This is an optimization exercise on Yosys and OpenROAD, whose aim is small area, not a production implementation. In this exercise RTL edits were held to simulation tests only and were not proved equivalent to the original. Power is estimated from default activity; no workload was simulated.

## flow/design.v

```verilog
`timescale 1ns/1ps
package spu_isa_pkg;
	localparam int RI10_OPC_W = 8;  
	typedef enum logic [11-1:0] {
		OPC_AH    = 11'b00011001000,  
		OPC_A     = 11'b00011000000,  
		OPC_SFH   = 11'b00001001000,  
		OPC_SF    = 11'b00001000000,  
		OPC_AND   = 11'b00011000001,
		OPC_ANDC  = 11'b01011000001,
		OPC_OR    = 11'b00001000001,
		OPC_ORC   = 11'b01011001001,
		OPC_XOR   = 11'b01001000001,
		OPC_NAND  = 11'b00011001001,
		OPC_NOR   = 11'b00001001001,
		OPC_CEQH  = 11'b01111001000,
		OPC_CEQ   = 11'b01111000000,
		OPC_CGTH  = 11'b01001001000,
		OPC_CGT   = 11'b01001000000,
		OPC_CLGTH = 11'b01011001000,
		OPC_CLGT  = 11'b01011000000,
		OPC_CLZ   = 11'b01010100101,  
		OPC_CLZH  = 11'b01010101101,
		OPC_AHI    = 11'b00011101_000,
		OPC_AI     = 11'b00011100_000,
		OPC_SFHI   = 11'b00001101_000,
		OPC_SFI    = 11'b00001100_000,
		OPC_ANDHI  = 11'b00010101_000,
		OPC_ANDI   = 11'b00010100_000,
		OPC_ORHI   = 11'b00000101_000,
		OPC_ORI    = 11'b00000100_000,
		OPC_XORHI  = 11'b01000101_000,
		OPC_XORI   = 11'b01000100_000,
		OPC_CEQHI  = 11'b01111101_000,
		OPC_CEQI   = 11'b01111100_000,
		OPC_CGTHI  = 11'b01001101_000,
		OPC_CGTI   = 11'b01001100_000,
		OPC_CLGTHI = 11'b01011101_000,
		OPC_CLGTI  = 11'b01011100_000
	} spu_opcode_e;
	typedef enum logic {
		LANE_HW = 1'b0,  
		LANE_W  = 1'b1   
	} lane_size_e;
	typedef enum logic [3:0] {
		ADD, SFROM, AND, ANDC, OR, ORC, XOR, NAND, NOR,
		CEQ, CGT, CLGT, CLZ
	} alu_func_e;
endpackage
`timescale 1ns/1ps
package spu_data_pkg;
	localparam int HW_W = 16;
	localparam int W_W  = 32;
	localparam int HW_LANES = 128 / HW_W;  
	localparam int W_LANES  = 128 / W_W;   
	typedef logic [128-1:0] quadword_t;
	typedef logic [HW_W-1:0]      halfword_t;
	typedef logic [W_W-1:0]       word_t;
	typedef halfword_t [HW_LANES-1:0] hw_vec_t;
	typedef word_t     [W_LANES-1:0]  w_vec_t;
endpackage
`timescale 1ns/1ps
import spu_isa_pkg::*;
import spu_data_pkg::*;
module spu_issue_decode
(
	input  logic                  clk,
	input  logic                  arst_n,
	input  logic                  in_valid,
	input  logic [11-1:0] opcode,
	input  spu_data_pkg::quadword_t ra,
	input  spu_data_pkg::quadword_t rb,
	input  logic [10-1:0] imm,
	output logic                  op_valid,    
	output spu_isa_pkg::alu_func_e op_func,
	output spu_isa_pkg::lane_size_e op_size,
	output spu_data_pkg::quadword_t op_opa,      
	output spu_data_pkg::quadword_t op_opb,      
	output logic                  op_illegal
);
	typedef struct packed {
		logic       known;
		logic       use_imm;
		spu_isa_pkg::lane_size_e size;
		spu_isa_pkg::alu_func_e func;
	} dec_t;
	localparam int RI_PAD = 11 - RI10_OPC_W;
	dec_t                  dec_rr;
	dec_t                  dec_ri;
	dec_t                  dec;
	logic [11-1:0] opc_ri;
	spu_data_pkg::halfword_t imm_hw;
	spu_data_pkg::word_t imm_w;
	spu_data_pkg::quadword_t opb_d;
	assign opc_ri = {opcode[11-1 -: RI10_OPC_W], {RI_PAD{1'b0}}};
	always_comb begin
		case (opcode)
			OPC_AH:    dec_rr = {1'b1, 1'b0, LANE_HW, ADD};
			OPC_A:     dec_rr = {1'b1, 1'b0, LANE_W, ADD};
			OPC_SFH:   dec_rr = {1'b1, 1'b0, LANE_HW, SFROM};
			OPC_SF:    dec_rr = {1'b1, 1'b0, LANE_W, SFROM};
			OPC_AND:   dec_rr = {1'b1, 1'b0, LANE_W, AND};
			OPC_ANDC:  dec_rr = {1'b1, 1'b0, LANE_W, ANDC};
			OPC_OR:    dec_rr = {1'b1, 1'b0, LANE_W, OR};
			OPC_ORC:   dec_rr = {1'b1, 1'b0, LANE_W, ORC};
			OPC_XOR:   dec_rr = {1'b1, 1'b0, LANE_W, XOR};
			OPC_NAND:  dec_rr = {1'b1, 1'b0, LANE_W, NAND};
			OPC_NOR:   dec_rr = {1'b1, 1'b0, LANE_W, NOR};
			OPC_CEQH:  dec_rr = {1'b1, 1'b0, LANE_HW, CEQ};
			OPC_CEQ:   dec_rr = {1'b1, 1'b0, LANE_W, CEQ};
			OPC_CGTH:  dec_rr = {1'b1, 1'b0, LANE_HW, CGT};
			OPC_CGT:   dec_rr = {1'b1, 1'b0, LANE_W, CGT};
			OPC_CLGTH: dec_rr = {1'b1, 1'b0, LANE_HW, CLGT};
			OPC_CLGT:  dec_rr = {1'b1, 1'b0, LANE_W, CLGT};
			OPC_CLZ:   dec_rr = {1'b1, 1'b0, LANE_W, CLZ};
			OPC_CLZH:  dec_rr = {1'b1, 1'b0, LANE_HW, CLZ};  
			default:   dec_rr = {1'b0, 1'b0, LANE_W, ADD};
		endcase
	end
	always_comb begin
		case (opc_ri)
			OPC_AHI:    dec_ri = {1'b1, 1'b1, LANE_HW, ADD};
			OPC_AI:     dec_ri = {1'b1, 1'b1, LANE_W, ADD};
			OPC_SFHI:   dec_ri = {1'b1, 1'b1, LANE_HW, SFROM};
			OPC_SFI:    dec_ri = {1'b1, 1'b1, LANE_W, SFROM};
			OPC_ANDHI:  dec_ri = {1'b1, 1'b1, LANE_HW, AND};
			OPC_ANDI:   dec_ri = {1'b1, 1'b1, LANE_W, AND};
			OPC_ORHI:   dec_ri = {1'b1, 1'b1, LANE_HW, OR};
			OPC_ORI:    dec_ri = {1'b1, 1'b1, LANE_W, OR};
			OPC_XORHI:  dec_ri = {1'b1, 1'b1, LANE_HW, XOR};
			OPC_XORI:   dec_ri = {1'b1, 1'b1, LANE_W, XOR};
			OPC_CEQHI:  dec_ri = {1'b1, 1'b1, LANE_HW, CEQ};
			OPC_CEQI:   dec_ri = {1'b1, 1'b1, LANE_W, CEQ};
			OPC_CGTHI:  dec_ri = {1'b1, 1'b1, LANE_HW, CGT};
			OPC_CGTI:   dec_ri = {1'b1, 1'b1, LANE_W, CGT};
			OPC_CLGTHI: dec_ri = {1'b1, 1'b1, LANE_HW, CLGT};
			OPC_CLGTI:  dec_ri = {1'b1, 1'b1, LANE_W, CLGT};
			default:    dec_ri = {1'b0, 1'b0, LANE_W, ADD};
		endcase
	end
	assign dec = dec_rr.known ? dec_rr : dec_ri;  
	assign imm_hw = {{(HW_W - 10){imm[10-1]}}, imm};
	assign imm_w  = {{(W_W - 10){imm[10-1]}}, imm};
	always_comb begin
		if (!dec.use_imm)
			opb_d = rb;
		else if (dec.size == LANE_HW)
			opb_d = {HW_LANES{imm_hw}};  
		else
			opb_d = {W_LANES{imm_w}};
	end
	always_ff @(posedge clk or negedge arst_n) begin
		if (!arst_n) begin
			op_valid   <= 1'b0;
			op_illegal <= 1'b0;
		end else begin
			op_valid   <= in_valid;
			op_illegal <= in_valid & ~dec.known;
		end
	end
	always_ff @(posedge clk) begin
		if (in_valid) begin
			op_func <= dec.func;
			op_size <= dec.size;
			op_opa  <= ra;
			op_opb  <= opb_d;
		end
	end
endmodule
`timescale 1ns/1ps
import spu_isa_pkg::*;
import spu_data_pkg::*;
module spu_lane_alu
#(
	parameter int LW = 32
) (
	input  spu_isa_pkg::alu_func_e func,
	input  logic [LW-1:0] a,
	input  logic [LW-1:0] b,
	output logic [LW-1:0] y
);
	logic [LW-1:0] clz;
	logic [31:0]   cnt;
	always_comb begin
		cnt = LW;
		for (int i = 0; i < LW; i++) begin
			if (a[i])
				cnt = LW - 1 - i;
		end
		clz = cnt[LW-1:0];
	end
	always_comb begin
		case (func)
			ADD:     y = a + b;  
			SFROM:   y = b - a;  
			AND:     y = a & b;
			ANDC:    y = a & ~b;
			OR:      y = a | b;
			ORC:     y = a | ~b;
			XOR:     y = a ^ b;
			NAND:    y = ~(a & b);
			NOR:     y = ~(a | b);
			CEQ:     y = (a == b) ? '1 : '0;
			CGT:     y = ($signed(a) > $signed(b)) ? '1 : '0;
			CLGT:    y = (a > b) ? '1 : '0;  
			CLZ:     y = clz;
			default: y = '0;
		endcase
	end
endmodule
`timescale 1ns/1ps
import spu_isa_pkg::*;
import spu_data_pkg::*;
module spu_simd_lanes
(
	input  logic       op_valid,
	input  spu_isa_pkg::alu_func_e op_func,
	input  spu_isa_pkg::lane_size_e op_size,
	input  spu_data_pkg::quadword_t op_opa,
	input  spu_data_pkg::quadword_t op_opb,
	input  logic       op_illegal,
	output logic       res_valid,
	output spu_isa_pkg::lane_size_e res_size,     
	output spu_data_pkg::quadword_t res_hw_res,   
	output spu_data_pkg::quadword_t res_w_res,    
	output logic       res_illegal
);
	for (genvar i = 0; i < HW_LANES; i++) begin : g_hw
		spu_lane_alu #(
			.LW(HW_W)
		) u_alu (
			.func(op_func),
			.a   (op_opa[i*HW_W +: HW_W]),
			.b   (op_opb[i*HW_W +: HW_W]),
			.y   (res_hw_res[i*HW_W +: HW_W])
		);
	end
	for (genvar i = 0; i < W_LANES; i++) begin : g_w
		spu_lane_alu #(
			.LW(W_W)
		) u_alu (
			.func(op_func),
			.a   (op_opa[i*W_W +: W_W]),
			.b   (op_opb[i*W_W +: W_W]),
			.y   (res_w_res[i*W_W +: W_W])
		);
	end
	assign res_valid = op_valid;
	assign res_size  = op_size;
	assign res_illegal = op_illegal | (op_func == CLZ && op_size == LANE_HW);
endmodule
`timescale 1ns/1ps
import spu_isa_pkg::*;
import spu_data_pkg::*;
module spu_result_stage
(
	input  logic       clk,
	input  logic       arst_n,
	input  logic       res_valid,
	input  spu_isa_pkg::lane_size_e res_size,
	input  spu_data_pkg::quadword_t res_hw_res,
	input  spu_data_pkg::quadword_t res_w_res,
	input  logic       res_illegal,
	output logic       out_valid,
	output spu_data_pkg::quadword_t result,
	output logic       illegal_op
);
	spu_data_pkg::quadword_t sel;
	always_comb begin
		if (res_illegal)
			sel = '0;  
		else if (res_size == LANE_HW)
			sel = res_hw_res;
		else
			sel = res_w_res;
	end
	always_ff @(posedge clk or negedge arst_n) begin
		if (!arst_n) begin
			out_valid  <= 1'b0;
			illegal_op <= 1'b0;
			result     <= '0;
		end else begin
			out_valid  <= res_valid;
			illegal_op <= res_valid & res_illegal;
			if (res_valid)
				result <= sel;  
		end
	end
endmodule
`timescale 1ns/1ps
module spu_exec_top (
	input  logic                  clk,
	input  logic                  arst_n,
	input  logic                  in_valid,
	input  logic [11-1:0] opcode,
	input  logic [128-1:0]  ra,
	input  logic [128-1:0]  rb,
	input  logic [10-1:0] imm,
	output logic                  out_valid,
	output logic [128-1:0]  result,
	output logic                  illegal_op
);
	logic                             op_valid;
	spu_isa_pkg::alu_func_e           op_func;
	spu_isa_pkg::lane_size_e          op_size;
	logic [128-1:0]             op_opa;
	logic [128-1:0]             op_opb;
	logic                             op_illegal;
	logic                             res_valid;
	spu_isa_pkg::lane_size_e          res_size;
	logic [128-1:0]             res_hw_res;
	logic [128-1:0]             res_w_res;
	logic                             res_illegal;
	spu_issue_decode u_issue (
		.clk     (clk),
		.arst_n  (arst_n),
		.in_valid(in_valid),
		.opcode  (opcode),
		.ra      (ra),
		.rb      (rb),
		.imm     (imm),
		.op_valid  (op_valid),
		.op_func   (op_func),
		.op_size   (op_size),
		.op_opa    (op_opa),
		.op_opb    (op_opb),
		.op_illegal(op_illegal)
	);
	spu_simd_lanes u_lanes (
		.op_valid   (op_valid),
		.op_func    (op_func),
		.op_size    (op_size),
		.op_opa     (op_opa),
		.op_opb     (op_opb),
		.op_illegal (op_illegal),
		.res_valid  (res_valid),
		.res_size   (res_size),
		.res_hw_res (res_hw_res),
		.res_w_res  (res_w_res),
		.res_illegal(res_illegal)
	);
	spu_result_stage u_result (
		.clk        (clk),
		.arst_n     (arst_n),
		.res_valid  (res_valid),
		.res_size   (res_size),
		.res_hw_res (res_hw_res),
		.res_w_res  (res_w_res),
		.res_illegal(res_illegal),
		.out_valid  (out_valid),
		.result     (result),
		.illegal_op (illegal_op)
	);
endmodule
```

## flow/run.sh

```bash
#!/bin/bash
# synth_recipe.tcl (not shown) runs the flow's synth.tcl, then flattens the netlist and writes it again
# the make line also repeats each setting of config.mk as NAME=value (left out here)
make -C /OpenROAD-flow-scripts/flow DESIGN_CONFIG=/design/flow/config.mk WORK_HOME=/design/flow/orfs CLKGATE_MAP_FILE= SYNTH_SCRIPT=/design/flow/synth_recipe.tcl finish
```

## flow/config.mk

```make
export PLATFORM = sky130hd
export DESIGN_NAME = spu_exec_top
export DESIGN_NICKNAME = spu_exec_top
export VERILOG_FILES = /design/flow/design.v
export SDC_FILE = /design/flow/constraint.sdc
export NUM_CORES = 4
export LEC_CHECK = 0
export CAP_MARGIN = 20
export CORE_MARGIN = 2
export CORE_UTILIZATION = 40
export SLEW_MARGIN = 20
```

## flow/constraint.sdc

```tcl
create_clock -name core_clock -period 5.5 [get_ports {clk}]
set_input_delay 1.1000 -clock core_clock [delete_from_list [all_inputs] [get_ports {clk}]]
set_output_delay 1.1000 -clock core_clock [all_outputs]
set_load 0.01 [all_outputs]
```

==> impl_metrics.py <==
metrics = {
    "drt": {
        "wl_met3_um": 28500,
        "drt_pass1_iterations": 8,
        "met1_length_um": 96800,
        "wire_per_inst_um": 31.2,
        "dr_total_vias": 50800,
        "antenna_left": 0,
        "finalWirelength_um": 237000,
        "drc_errors": 0,
        "met2_length_um": 97500,
        "drtIter0Drc": 6679,
        "top_layer": "met5",
        "vias_per_cell": 6.69,
    },
    "floorplanning": {
        "die_h_um": 341,
        "row_count": 123,
        "initial_core_util": 0.404,
        "dieArea_um2": 116000,
        "core-area_um2": 113000,
        "fp.dieW_um": 341,
        "ios": 410,
    },
    "global_route": {
        "overflow": 0,
        "grt_pass1_wl_um": 339000,
        "grt_usage": 0.391,
        "grt_pass1_vias": 48100,
        "antenna_found_initial": 10,
        "grt_max_degree": 96,
    },
    "cells_and_area": {
        "seq_area_um2": 11100,
        "post-route-util": 0.473,
        "final_cells": 7590,
        "syn_to_final_growth_pct": 17.3,
        "nNetsFinal": 6858,
        "fillers": 11300,
        "drive_gt1_frac": 0.0555,
        "multi_input_area_um2": 31400,
    },
    "pwr": {
        "power_density_nw_per_um2": 265,
        "irDropWorstVdd_v": 0.000244,
        "leakage_uw": 0.0217,
    },
    "synthesis": {
        "synth_xor_area_frac": 0.0239,
        "ys_warn_count": 4,
        "yosys-top-cells-area": "edfxtp_1 17%, ha_1 14%, dfrtp_1 7.3%",
        "avgSynthCellArea_um2": 7.80,
        "synth_mux_area_frac": 0.00363,
        "synthSimpleGateAreaFrac": 0.167,
        "synth.top_cell.area_share": 0.172,
        "synth_flop_cell": "edfxtp_1",
        "yosysMostFrequentCell": "nor2_1",
        "synth_commonest_cells": "558 x nor2_1, 545 x a21oi_1, 520 x ha_1",
        "synth_seq_cells": 393,
        "synthCells": 5830,
        "synth_fa_ha_area_frac": 0.151,
        "seq_area_frac_synth": 0.245,
        "synth_edf_count": 261,
        "syn-num-nets": 6647,
        "synth_top_family_by_area": "compound AO/OA/AOI/OAI gates",
        "synth-async-reset-ratio": 0.336,
        "yosysUniqueCellTypes": 94,
        "synth_compound_area_frac": 0.341,
        "netlist_area_um2": 45500,
        "synth_largest_area_cell": "edfxtp_1",
    },
    "placed_design": {
        "port_buffers": 409,
        "dp_cells": 7485,
        "finalWeightedCongestion": 1.05,
        "hpwlAfterDp_um": 173000,
    },
    "sta": {
        "fin_setup_tns_ns": 0,
        "skew_ns": 0.0215,
        "timing.fmax_mhz": 209,
        "relSlewSlack": 0.173,
        "slew_violations": 0,
        "rsz0062_at_grt": "no",
        "finalCritPeriodShare": 0.869,
        "tightest_slew_ns": 1.23,
        "setup_violations": 0,
        "fin_crit_ns": 4.78,
        "finalHoldViolations": 0,
    },
    "hold_path": {
        "whs_endpoint": "u_result.result[95]",
        "worstHoldStart": "u_result.result[95]",
        "min_delay_path_depth": 1,
        "min_path_type": "flop to flop",
    },
    "cts": {
        "clk_latency_ns": 0.70,
        "hold_buffers": 0,
        "clockBufferDepth": 3,
        "clkTransAtPathRegs_ns": 0.06,
        "root_buffer": "clkbuf_16",
        "clock_sinks": 393,
        "numCtsBuffers": 53,
        "cts_resized": 0,
        "cts_setup_buffers": 0,
        "htreeDepth": 2,
        "cts_tree": "built",
    },
    "critical_path": {
        "path_cells": "inv_1 -> ha_1 -> inv_1 -> o21ai_0 -> a21oi_1 -> or4_1 -> a31oi_1 -> a41oi_1 -> a211o_1 -> and2_1 -> buf_4 -> nor3_1 -> o2bb2ai_1",
        "r2r_slack_ns": 0.72,
        "critical_path.top_delay_family": "compound AO/OA/AOI/OAI gates",
        "path_buf_inv": 3,
        "worstReg2RegEnd": "u_result.result[10]",
        "slowest_stage": "ha_1",
        "cp.arrival_ns": 5.34,
        "crit_path_max_incr_delay_ns": 0.70,
        "r2r_cells": 13,
        "worst_setup_path_start_kind": "flop",
        "r2r-start": "u_issue.op_opa[26]",
        "crit_top_cell": "inv_1",
        "crit_type": "flop to flop",
        "crit_path_end_kind": "flop",
        "path_max_fanout": 16,
        "critical_path_required_ns": 6.06,
    },
    "run": {
        "drv_cap": 0,
    },
    "status": {
        "status": "complete, no violations",
    },
}
-- kinds of logic (layout without fill, tap and decap cells) --
logic type,count (synthesis),after routing
compound gates,2296,2296
simple gates,1653,1653
buf+inv,811,1067
fa+ha+maj,537,537
flops,393,393
xor+xnor,124,124
mux,16,16
other cells,0,4
-- layout make-up --
type,count,area share
Tap cell,1500,0.0352
Multi-Input combinational cell,4626,0.588
Antenna cell,4,0.000188
Clock inverter,44,0.0100
Sequential cell,393,0.209
Timing Repair Buffer,554,0.103
Inverter,413,0.0291
Clock buffer,56,0.0253
-- report_power, final --
group / leakage (uW) / switching, uW / internal [uW]
clock: 0.000900 / 1680 / 2230
combinational: 0.0165 / 4010 / 2260
sequential: 0.00429 / 451 / 3500
-- worst max path at each step --
stage	start	to	slack (ns)	depth (start not counted)
4_1_cts	u_issue.op_opa[123]	u_result.result[109]	0.97	14
5_1_grt	u_issue.op_opa[123]	u_result.result[109]	0.55	14
2_1_floorplan	u_issue.op_opa[71]	u_result.result[77]	2.09	14
3_3_place_gp	opcode[7]	u_issue.op_opb[113]	0.82	8
3_5_place_dp	opcode[7]	u_issue.op_opb[113]	0.90	8
6_report	u_issue.op_opa[26]	u_result.result[10]	0.72	13
-- sequential cells by signal (all words and copies together) (netlist names) --
register,flops
u_issue.op_opa,128
u_issue.op_opb,128
u_issue.op_func,4
u_issue.op_illegal,1
u_issue.op_size,1
u_result.result,128
u_result.out_valid,1
u_issue.op_valid,1
u_result.illegal_op,1
-- placed cells by master (no fill, tap or decap), types with 20 or more instances in the layout --
cell / n
o22ai_1: 74
buf_4: 120
a21oi_1: 544
a221o_1: 75
nand4_1: 39
buf_12: 23
clkdlybuf4s50_1: 407
a22oi_1: 51
nand2b_1: 46
a211oi_1: 93
nand2_1: 502
inv_1: 400
o21a_1: 56
ha_1: 520
a2111oi_0: 57
a21o_1: 125
edfxtp_1: 261
nor2b_1: 80
nor3_1: 111
nor2_1: 555
o41ai_1: 21
nor4_1: 73
o211ai_1: 86
o2bb2ai_1: 44
or2_2: 20
a22o_1: 33
dfrtp_1: 131
o2111ai_1: 40
a311oi_1: 20
a221oi_1: 109
clkbuf_16: 53
o31ai_1: 53
o21bai_1: 65
a31oi_1: 53
o221ai_1: 52
xnor2_1: 111
o21ai_0: 470
nand3_1: 79
-- worst register-to-register path, stage by stage (launching register included) --
cell	delay, ns
edfxtp_1	0.56
inv_1	0.17
ha_1	0.70
inv_1	0.24
o21ai_0	0.15
a21oi_1	0.11
or4_1	0.43
a31oi_1	0.61
a41oi_1	0.25
a211o_1	0.52
and2_1	0.22
buf_4	0.20
nor3_1	0.40
o2bb2ai_1	0.10
-- layer usage --
metal / global-route usage / vias to the layer above
met5: 0 / -
met4: 0.202 / 2
met3: 0.0981 / 678
met2: 0.570 / 3491
met1: 0.533 / 24500
li1: - / 22100
-- through the flow --
stage | cell area [um^2] | setup slack [ns] | hold WS [ns] | power, uW
2_1_floorplan | 45500 | 2.09 | 0.469 | 7520
3_3_place_gp | 51400 | 0.817 | 0.470 | 10000
3_5_place_dp | 51400 | 0.902 | 0.473 | 10000
4_1_cts | 53300 | 0.972 | 0.490 | 13900
5_1_grt | 53300 | 0.554 | 0.509 | 14700
6_report | 53300 | 0.719 | 0.486 | 14100

-- separate check: timing with driven ports --
The results above use ideal ports. As a check the final layout listed here was re-extracted and re-timed, cells and wires unchanged.
Step 1 sets driving cells, clkbuf_16 on the clock port and buf_2 on the other inputs (assumed; they add their load-dependent delay and slew).
Step 2 moves the port delays by t, midway between the first and last clock arrival at a register: inputs arrive t later, outputs are due t later. That takes back most of the time a late clock gives input paths.
a / b / c = no drivers / after step 1 / after step 2; a / b = the first two.
t (ns): 0.763
setup WS [ns]: 0.719 / 0.719 / 0.719
worst hold slack (ns): 0.486 / 0.476 / 0.486
worst setup path after step 2: register to register
pins driven straight from the clock port: 1
After both steps this run still meets setup and hold. The setup slack of this run moves by 0.000 ns with the drivers and by 0.000 ns with both steps.
